From an optimization exercise on the open Yosys and OpenROAD flow, aimed at small area, a short achievable clock period and few clock cycles; shortcuts taken in it are not production practice. In this exercise RTL edits were held to simulation tests only and were not proved equivalent to the original. Power and IR drop assume default switching activity.

trial 65:
==> flow/design.v <==
package lua_cpu_pkg;
	typedef logic [32-1:0] word_t;
	typedef logic [5-1:0] reg_idx_t;
	typedef logic [5-1:0] ttag_t;
	typedef logic [6-1:0] opcode_t;
	typedef enum logic [1:0] {
		instr_in_progress = 2'd0,
		instr_done = 2'd1,
		instr_not_impl = 2'd3
	} instr_status_e;
	typedef enum logic [1:0] {
		src_instr = 2'd0,
		src_dumper = 2'd1,
		src_external = 2'd3
	} write_src_e;
	typedef enum logic [1:0] {
		cmd_run = 2'd0,
		cmd_load_reg = 2'd1,
		cmd_load_type = 2'd2,
		cmd_load_base = 2'd3
	} cmd_e;
	typedef enum logic [3:0] {
		ex_idle = 4'd0,
		ex_fetch_pc = 4'd1,
		ex_fetch_instr = 4'd2,
		ex_exec_instr = 4'd3,
		ex_store_pc = 4'd4,
		ex_store_regs = 4'd5,
		ex_load_reg = 4'd6,
		ex_load_type = 4'd7,
		ex_load_base = 4'd8,
		ex_finish = 4'd15
	} ex_state_e;
	typedef enum logic [1:0] {
		dp_idle = 2'd0,
		dp_value = 2'd1,
		dp_type = 2'd2,
		dp_end = 2'd3
	} dump_phase_e;
endpackage
`timescale 1ns/1ps
module lua_cpu (
	input logic clk,
	input logic rst,
	input logic start,
	input lua_cpu_pkg::cmd_e n,
	input lua_cpu_pkg::word_t dataa,
	input lua_cpu_pkg::word_t datab,
	output logic done,
	output lua_cpu_pkg::word_t result,
	output lua_cpu_pkg::word_t mem_address,
	output lua_cpu_pkg::word_t mem_writedata,
	output logic mem_read,
	output logic mem_write,
	input lua_cpu_pkg::word_t mem_readdata,
	input logic mem_waitrequest
);
	localparam logic [2:0] S_IDLE = 3'd0;
	localparam logic [2:0] S_RPC = 3'd1;	 
	localparam logic [2:0] S_FETCH = 3'd2;	 
	localparam logic [2:0] S_DUMP = 3'd3;	 
	localparam logic [2:0] S_DUMPT = 3'd4;	 
	logic [2:0] st;
	logic rd, wr;	 
	logic req;	 
	logic [31:0] addr, wdata, ir;
	logic [4:0] tl;
	logic ex;	 
	logic [4:0] widx, ridx;
	logic wen_v, wen_t;
	logic ldv, ldt;	 
	logic [31:0] base;
	logic [31:0] V [32];
	logic [4:0] T [32];
	logic [31:0] val, dirty;
	logic any_dirty;
	logic [31:0] addr_o;
	assign mem_read = rd;
	assign mem_write = wr;
	assign mem_address = addr_o;
	assign mem_writedata = wdata;
	assign result = ir;
	logic acc;
	assign acc = req && !mem_waitrequest;
	logic in_move, move_acc;
	assign in_move = (mem_readdata[6-1:0] == 6'd0);
	assign move_acc = (st == S_FETCH) && acc && in_move;
	logic ld_val, ld_type;
	assign ld_val = start && (n == lua_cpu_pkg::cmd_load_reg);
	assign ld_type = start && (n == lua_cpu_pkg::cmd_load_type);
	logic [7:0] lo_ofs;
	logic lo_nb;	 
	logic slot_hit;
	always_comb begin
		logic [23:0] x, y;
		{lo_nb, lo_ofs} = {1'b0, dataa[7:0]} + {1'b0, ~base[7:0]} + 9'd1;
		x = dataa[31:8];
		y = ~base[31:8];
		slot_hit = ((x[0] ^ y[0]) == lo_nb);
		for (int i = 1; i < 24; i++)
			slot_hit = slot_hit & ((x[i] ^ y[i]) == (x[i-1] | y[i-1]));
	end
	logic [4:0] jnext;
	logic [31:0] jnext_oh;
	logic anynext;
	always_comb begin : ffs
		logic [31:0] d_eff;
		logic seen;
		for (int i = 0; i < 32; i++)
			d_eff[i] = dirty[i] | (ex && widx == 5'(i));
		seen = 1'b0;
		for (int i = 0; i < 32; i++) begin
			jnext_oh[i] = d_eff[i] && !seen;
			seen = seen | d_eff[i];
		end
		for (int k = 0; k < 5; k++) begin
			jnext[k] = 1'b0;
			for (int i = 0; i < 32; i++)
				if (i[k]) jnext[k] = jnext[k] | jnext_oh[i];
		end
		anynext = seen;
	end
	logic [31:0] rsel;
	logic [31:0] val_next;
	always_comb
		for (int i = 0; i < 32; i++)
			val_next[i] = val[i] | (widx == 5'(i) && (wen_v || wen_t));
	always_ff @(posedge clk) begin
		any_dirty <= anynext;
		ridx <= jnext;
		for (int i = 0; i < 32; i++)
			rsel[i] <= !(ld_val || ld_type) && val_next[i] &&
				(move_acc ? (mem_readdata[18:14] == 5'(i)) : jnext_oh[i]);
		widx <= move_acc ? mem_readdata[10:6] : lo_ofs[7:3];
	end
	always_ff @(posedge clk or posedge rst) begin
		if (rst) begin
			ex <= 1'b0;
			wen_v <= 1'b0;
			wen_t <= 1'b0;
			ldv <= 1'b0;
			ldt <= 1'b0;
			base <= '0;
		end else begin
			ex <= move_acc;
			ldv <= ld_val;
			ldt <= ld_type;
			wen_v <= move_acc || (ld_val && slot_hit);
			wen_t <= move_acc || (ld_type && slot_hit);
			if (start && (n == lua_cpu_pkg::cmd_load_base))
				base <= dataa;
		end
	end
	logic [31:0] rdv;
	logic [4:0] rdt;
	always_comb begin
		rdv = '0;
		rdt = '0;
		for (int i = 0; i < 32; i++) begin
			rdv = rdv | (V[i] & {32{rsel[i]}});
			rdt = rdt | (T[i] & {5{rsel[i]}});
		end
	end
	logic [31:0] wdv;
	logic [4:0] wdt;
	assign wdv = rdv | (addr & {32{ldv}});
	assign wdt = rdt | (addr[4:0] & {5{ldt}});
	always_ff @(posedge clk) begin
		for (int i = 0; i < 32; i++) begin
			if (widx == 5'(i) && (wen_v || (wen_t && !val[i]))) V[i] <= wdv;
			if (widx == 5'(i) && (wen_t || (wen_v && !val[i]))) T[i] <= wdt;
		end
	end
	always_ff @(posedge clk or posedge rst) begin
		if (rst)
			val <= '0;
		else
			val <= val_next;
	end
	always_ff @(posedge clk) begin
		for (int i = 0; i < 32; i++) begin
			if (start)
				dirty[i] <= 1'b0;
			else if (ex && widx == 5'(i))
				dirty[i] <= 1'b1;
			else if ((st == S_DUMP) && acc && ridx == 5'(i))
				dirty[i] <= 1'b0;
		end
	end
	always_ff @(posedge clk or posedge rst) begin
		if (rst) begin
			st <= S_IDLE;
			rd <= 1'b0;
			wr <= 1'b0;
			req <= 1'b0;
			done <= 1'b0;
		end else begin
			done <= 1'b0;
			case (st)
				S_IDLE: begin
					if (start) begin
						if (n == lua_cpu_pkg::cmd_run) begin
							rd <= 1'b1;
							req <= 1'b1;
							st <= S_RPC;
						end else
							done <= 1'b1;
					end
				end
				S_RPC: if (acc) st <= S_FETCH;
				S_FETCH: begin
					if (acc && !in_move) begin
						rd <= 1'b0;
						wr <= 1'b1;
						st <= S_DUMP;
					end
				end
				S_DUMP: begin
					if (acc) begin
						if (any_dirty)
							st <= S_DUMPT;
						else begin
							wr <= 1'b0;
							req <= 1'b0;
							done <= 1'b1;
							st <= S_IDLE;
						end
					end
				end
				S_DUMPT: if (acc) st <= S_DUMP;
				default: st <= S_IDLE;
			endcase
		end
	end
	logic [31:0] ci20;
	always_comb begin : savedpc_addr
		logic [5:0] lo;
		logic [26:0] hi, hi1;
		lo = {1'b0, dataa[4:0]} + 6'd20;
		hi = dataa[31:5];
		hi1 = dataa[31:5] + 27'd1;
		ci20 = {lo[5] ? hi1 : hi, lo[4:0]};
	end
	always_ff @(posedge clk) begin
		case (st)
			S_IDLE: begin
				addr <= (n == lua_cpu_pkg::cmd_run) ? ci20 : datab;
				if (start)
					addr_o <= ci20;
			end
			S_RPC: begin
				if (acc) begin
					addr <= mem_readdata;
					addr_o <= mem_readdata;
				end
			end
			S_FETCH: begin
				if (acc) begin
					ir <= mem_readdata;
					wdata <= addr + 32'd4;
					if (in_move) begin
						addr <= addr + 32'd4;
						addr_o <= addr + 32'd4;
					end else begin
						addr <= ci20;
						addr_o <= ci20;
					end
				end
			end
			S_DUMP: begin
				if (acc) begin
					addr <= base + {ridx, 3'b000};
					addr_o <= base + {ridx, 3'b000};
					wdata <= rdv;
					tl <= rdt;
				end
			end
			S_DUMPT: begin
				if (acc) begin
					addr <= addr + 32'd4;
					addr_o <= addr + 32'd4;
					wdata <= {27'd0, tl};
				end
			end
			default: ;
		endcase
	end
endmodule
clock: 13.0 ns
lec_check: 0
abc_clock_period_in_ps: 2000
cap_margin: 20
core_margin: 2
core_utilization: 45
place_density: 0.55
slew_margin: 20
standard.sh (not shown) runs the stock make flow with config.mk's settings and CLKGATE_MAP_FILE= SYNTH_SCRIPT=/design/flow/synth_recipe.tcl, a recipe that flattens the netlist after the stock synthesis.
==> flow/flow/run.sh <==
#!/bin/bash
# The standard layout (the standard.sh, unchanged synthesis) with these
# optimiser settings changed; constraints and clock period are the design's:
#  - timing repair aims for a large setup margin (a period well below 13 ns)
#  - sizing may pick cells of any footprint
#  - ports are buffered with buf_4 cells
bash standard.sh SETUP_SLACK_MARGIN=9 MATCH_CELL_FOOTPRINT=0 \
	"BUFFER_PORTS_ARGS=-buffer_cell sky130_fd_sc_hd__buf_4" finish > standard.log 2>&1
Testbench counts of trial 65, summed over its fixed seeds: cycles 44,547.
What trial 4 does differently from trial 65 at the input level:
--- a/flow/design.v
+++ b/flow/design.v
@@ -60,16 +60,16 @@
 	localparam logic [2:0] S_FETCH = 3'd2;	 
 	localparam logic [2:0] S_DUMP = 3'd3;	 
 	localparam logic [2:0] S_DUMPT = 3'd4;	 
 	logic [2:0] st;
-	logic rd, wr;	 
-	logic req;	 
+	logic rd, wr;
 	logic [31:0] addr, wdata, ir;
 	logic [4:0] tl;
 	logic ex;	 
 	logic [4:0] widx, ridx;
 	logic wen_v, wen_t;
-	logic ldv, ldt;	 
+	logic [31:0] ldv_data;
+	logic [4:0] ldt_data;
 	logic [31:0] base;
 	logic [31:0] V [32];
 	logic [4:0] T [32];
 	logic [31:0] val, dirty;
@@ -80,9 +80,9 @@
 	assign mem_address = addr_o;
 	assign mem_writedata = wdata;
 	assign result = ir;
 	logic acc;
-	assign acc = req && !mem_waitrequest;
+	assign acc = (rd || wr) && !mem_waitrequest;
 	logic in_move, move_acc;
 	assign in_move = (mem_readdata[6-1:0] == 6'd0);
 	assign move_acc = (st == S_FETCH) && acc && in_move;
 	logic ld_val, ld_type;
@@ -120,52 +120,52 @@
 		end
 		anynext = seen;
 	end
 	logic [31:0] rsel;
-	logic [31:0] val_next;
-	always_comb
-		for (int i = 0; i < 32; i++)
-			val_next[i] = val[i] | (widx == 5'(i) && (wen_v || wen_t));
 	always_ff @(posedge clk) begin
 		any_dirty <= anynext;
 		ridx <= jnext;
 		for (int i = 0; i < 32; i++)
-			rsel[i] <= !(ld_val || ld_type) && val_next[i] &&
+			rsel[i] <= !(ld_val || ld_type) &&
 				(move_acc ? (mem_readdata[18:14] == 5'(i)) : jnext_oh[i]);
 		widx <= move_acc ? mem_readdata[10:6] : lo_ofs[7:3];
+		ldv_data <= ld_val ? datab : 32'd0;
+		ldt_data <= ld_type ? datab[4:0] : 5'd0;
 	end
 	always_ff @(posedge clk or posedge rst) begin
 		if (rst) begin
 			ex <= 1'b0;
 			wen_v <= 1'b0;
 			wen_t <= 1'b0;
-			ldv <= 1'b0;
-			ldt <= 1'b0;
 			base <= '0;
 		end else begin
 			ex <= move_acc;
-			ldv <= ld_val;
-			ldt <= ld_type;
 			wen_v <= move_acc || (ld_val && slot_hit);
 			wen_t <= move_acc || (ld_type && slot_hit);
 			if (start && (n == lua_cpu_pkg::cmd_load_base))
 				base <= dataa;
 		end
 	end
+	logic [31:0] rdv_raw;
+	logic [4:0] rdt_raw;
+	logic rvalid;
 	logic [31:0] rdv;
 	logic [4:0] rdt;
 	always_comb begin
-		rdv = '0;
-		rdt = '0;
-		for (int i = 0; i < 32; i++) begin
-			rdv = rdv | (V[i] & {32{rsel[i]}});
-			rdt = rdt | (T[i] & {5{rsel[i]}});
-		end
+		rdv_raw = '0;
+		rdt_raw = '0;
+		for (int i = 0; i < 32; i++) begin
+			rdv_raw = rdv_raw | (V[i] & {32{rsel[i]}});
+			rdt_raw = rdt_raw | (T[i] & {5{rsel[i]}});
+		end
+		rvalid = |(rsel & val);
+		rdv = rdv_raw & {32{rvalid}};
+		rdt = rdt_raw & {5{rvalid}};
 	end
 	logic [31:0] wdv;
 	logic [4:0] wdt;
-	assign wdv = rdv | (addr & {32{ldv}});
-	assign wdt = rdt | (addr[4:0] & {5{ldt}});
+	assign wdv = rdv | ldv_data;
+	assign wdt = rdt | ldt_data;
 	always_ff @(posedge clk) begin
 		for (int i = 0; i < 32; i++) begin
 			if (widx == 5'(i) && (wen_v || (wen_t && !val[i]))) V[i] <= wdv;
 			if (widx == 5'(i) && (wen_t || (wen_v && !val[i]))) T[i] <= wdt;
@@ -174,35 +174,34 @@
 	always_ff @(posedge clk or posedge rst) begin
 		if (rst)
 			val <= '0;
 		else
-			val <= val_next;
+			for (int i = 0; i < 32; i++)
+				if (widx == 5'(i) && (wen_v || wen_t)) val[i] <= 1'b1;
 	end
 	always_ff @(posedge clk) begin
 		for (int i = 0; i < 32; i++) begin
 			if (start)
 				dirty[i] <= 1'b0;
 			else if (ex && widx == 5'(i))
 				dirty[i] <= 1'b1;
-			else if ((st == S_DUMP) && acc && ridx == 5'(i))
+			else if ((st == S_DUMP) && acc && rsel[i])
 				dirty[i] <= 1'b0;
 		end
 	end
 	always_ff @(posedge clk or posedge rst) begin
 		if (rst) begin
 			st <= S_IDLE;
 			rd <= 1'b0;
 			wr <= 1'b0;
-			req <= 1'b0;
 			done <= 1'b0;
 		end else begin
 			done <= 1'b0;
 			case (st)
 				S_IDLE: begin
 					if (start) begin
 						if (n == lua_cpu_pkg::cmd_run) begin
 							rd <= 1'b1;
-							req <= 1'b1;
 							st <= S_RPC;
 						end else
 							done <= 1'b1;
 					end
@@ -220,9 +219,8 @@
 						if (any_dirty)
 							st <= S_DUMPT;
 						else begin
 							wr <= 1'b0;
-							req <= 1'b0;
 							done <= 1'b1;
 							st <= S_IDLE;
 						end
 					end
@@ -243,9 +241,10 @@
 	end
 	always_ff @(posedge clk) begin
 		case (st)
 			S_IDLE: begin
-				addr <= (n == lua_cpu_pkg::cmd_run) ? ci20 : datab;
+				addr <= ci20;
+				wdata <= ci20;
 				if (start)
 					addr_o <= ci20;
 			end
 			S_RPC: begin
@@ -256,15 +255,15 @@
 			end
 			S_FETCH: begin
 				if (acc) begin
 					ir <= mem_readdata;
-					wdata <= addr + 32'd4;
 					if (in_move) begin
 						addr <= addr + 32'd4;
 						addr_o <= addr + 32'd4;
 					end else begin
-						addr <= ci20;
-						addr_o <= ci20;
+						addr <= wdata;
+						addr_o <= wdata;
+						wdata <= addr + 32'd4;
 					end
 				end
 			end
 			S_DUMP: begin
==> comparison <==
Sort trial 4 and trial 65 by area taken by flip-flops and latches, ascending, and trial 65 comes first.
Master of the slowest instance on the critical path = sky130_fd_sc_hd__or4_4: trial 65; master of the slowest instance on the critical path = sky130_fd_sc_hd__edfxtp_1: trial 4
Area enclosed by the die boundary went up slightly going from trial 65 to trial 4.
A launching element of the worst setup path of dataa[7] is what trial 65 shows, while wdata[14]$_DFFE_PP_ belongs to trial 4.
Critical path depth, trial 4 and trial 65, higher one = trial 65.
Delta (trial 4 minus trial 65): total power rose 8.5%, number of buffers created by CTS rose 7.
Testbench counts of trial 4, summed over its fixed seeds: cycles 44,547.

static timing again, ports no longer ideal:
No port has a modelled driver above. Below, the same layouts with a new extraction and two added sets of constraints. Step 1 assumes that a clkbuf_16 drives the clock port and a buf_2 every other input. Step 2 moves the port delays by t, midway between the first and last clock arrival at a register: inputs arrive t later, outputs are due t later. That takes back most of the time a late clock gives input paths. Three values: ideal ports, drivers, drivers and shift; two values: the first two.
run | t (ns) | setup WS [ns] | clock arrival spread, ns | slew at the worst register clock pin (ns) | worst slew at a driven data input, ns
trial 65 | 0.859 | 8.887 / 8.893 / 8.063 | 0.032 / 0.032 | 0.07 / 0.07 | 0.09
trial 4 | 0.879 | 8.905 / 8.826 / 8.242 | 0.035 / 0.035 | 0.06 / 0.06 | 0.11
After both steps every run listed still meets setup and hold. The setup slack of trial 65, which loses most, moves by +0.006 ns with the drivers and by -0.824 ns with both steps.
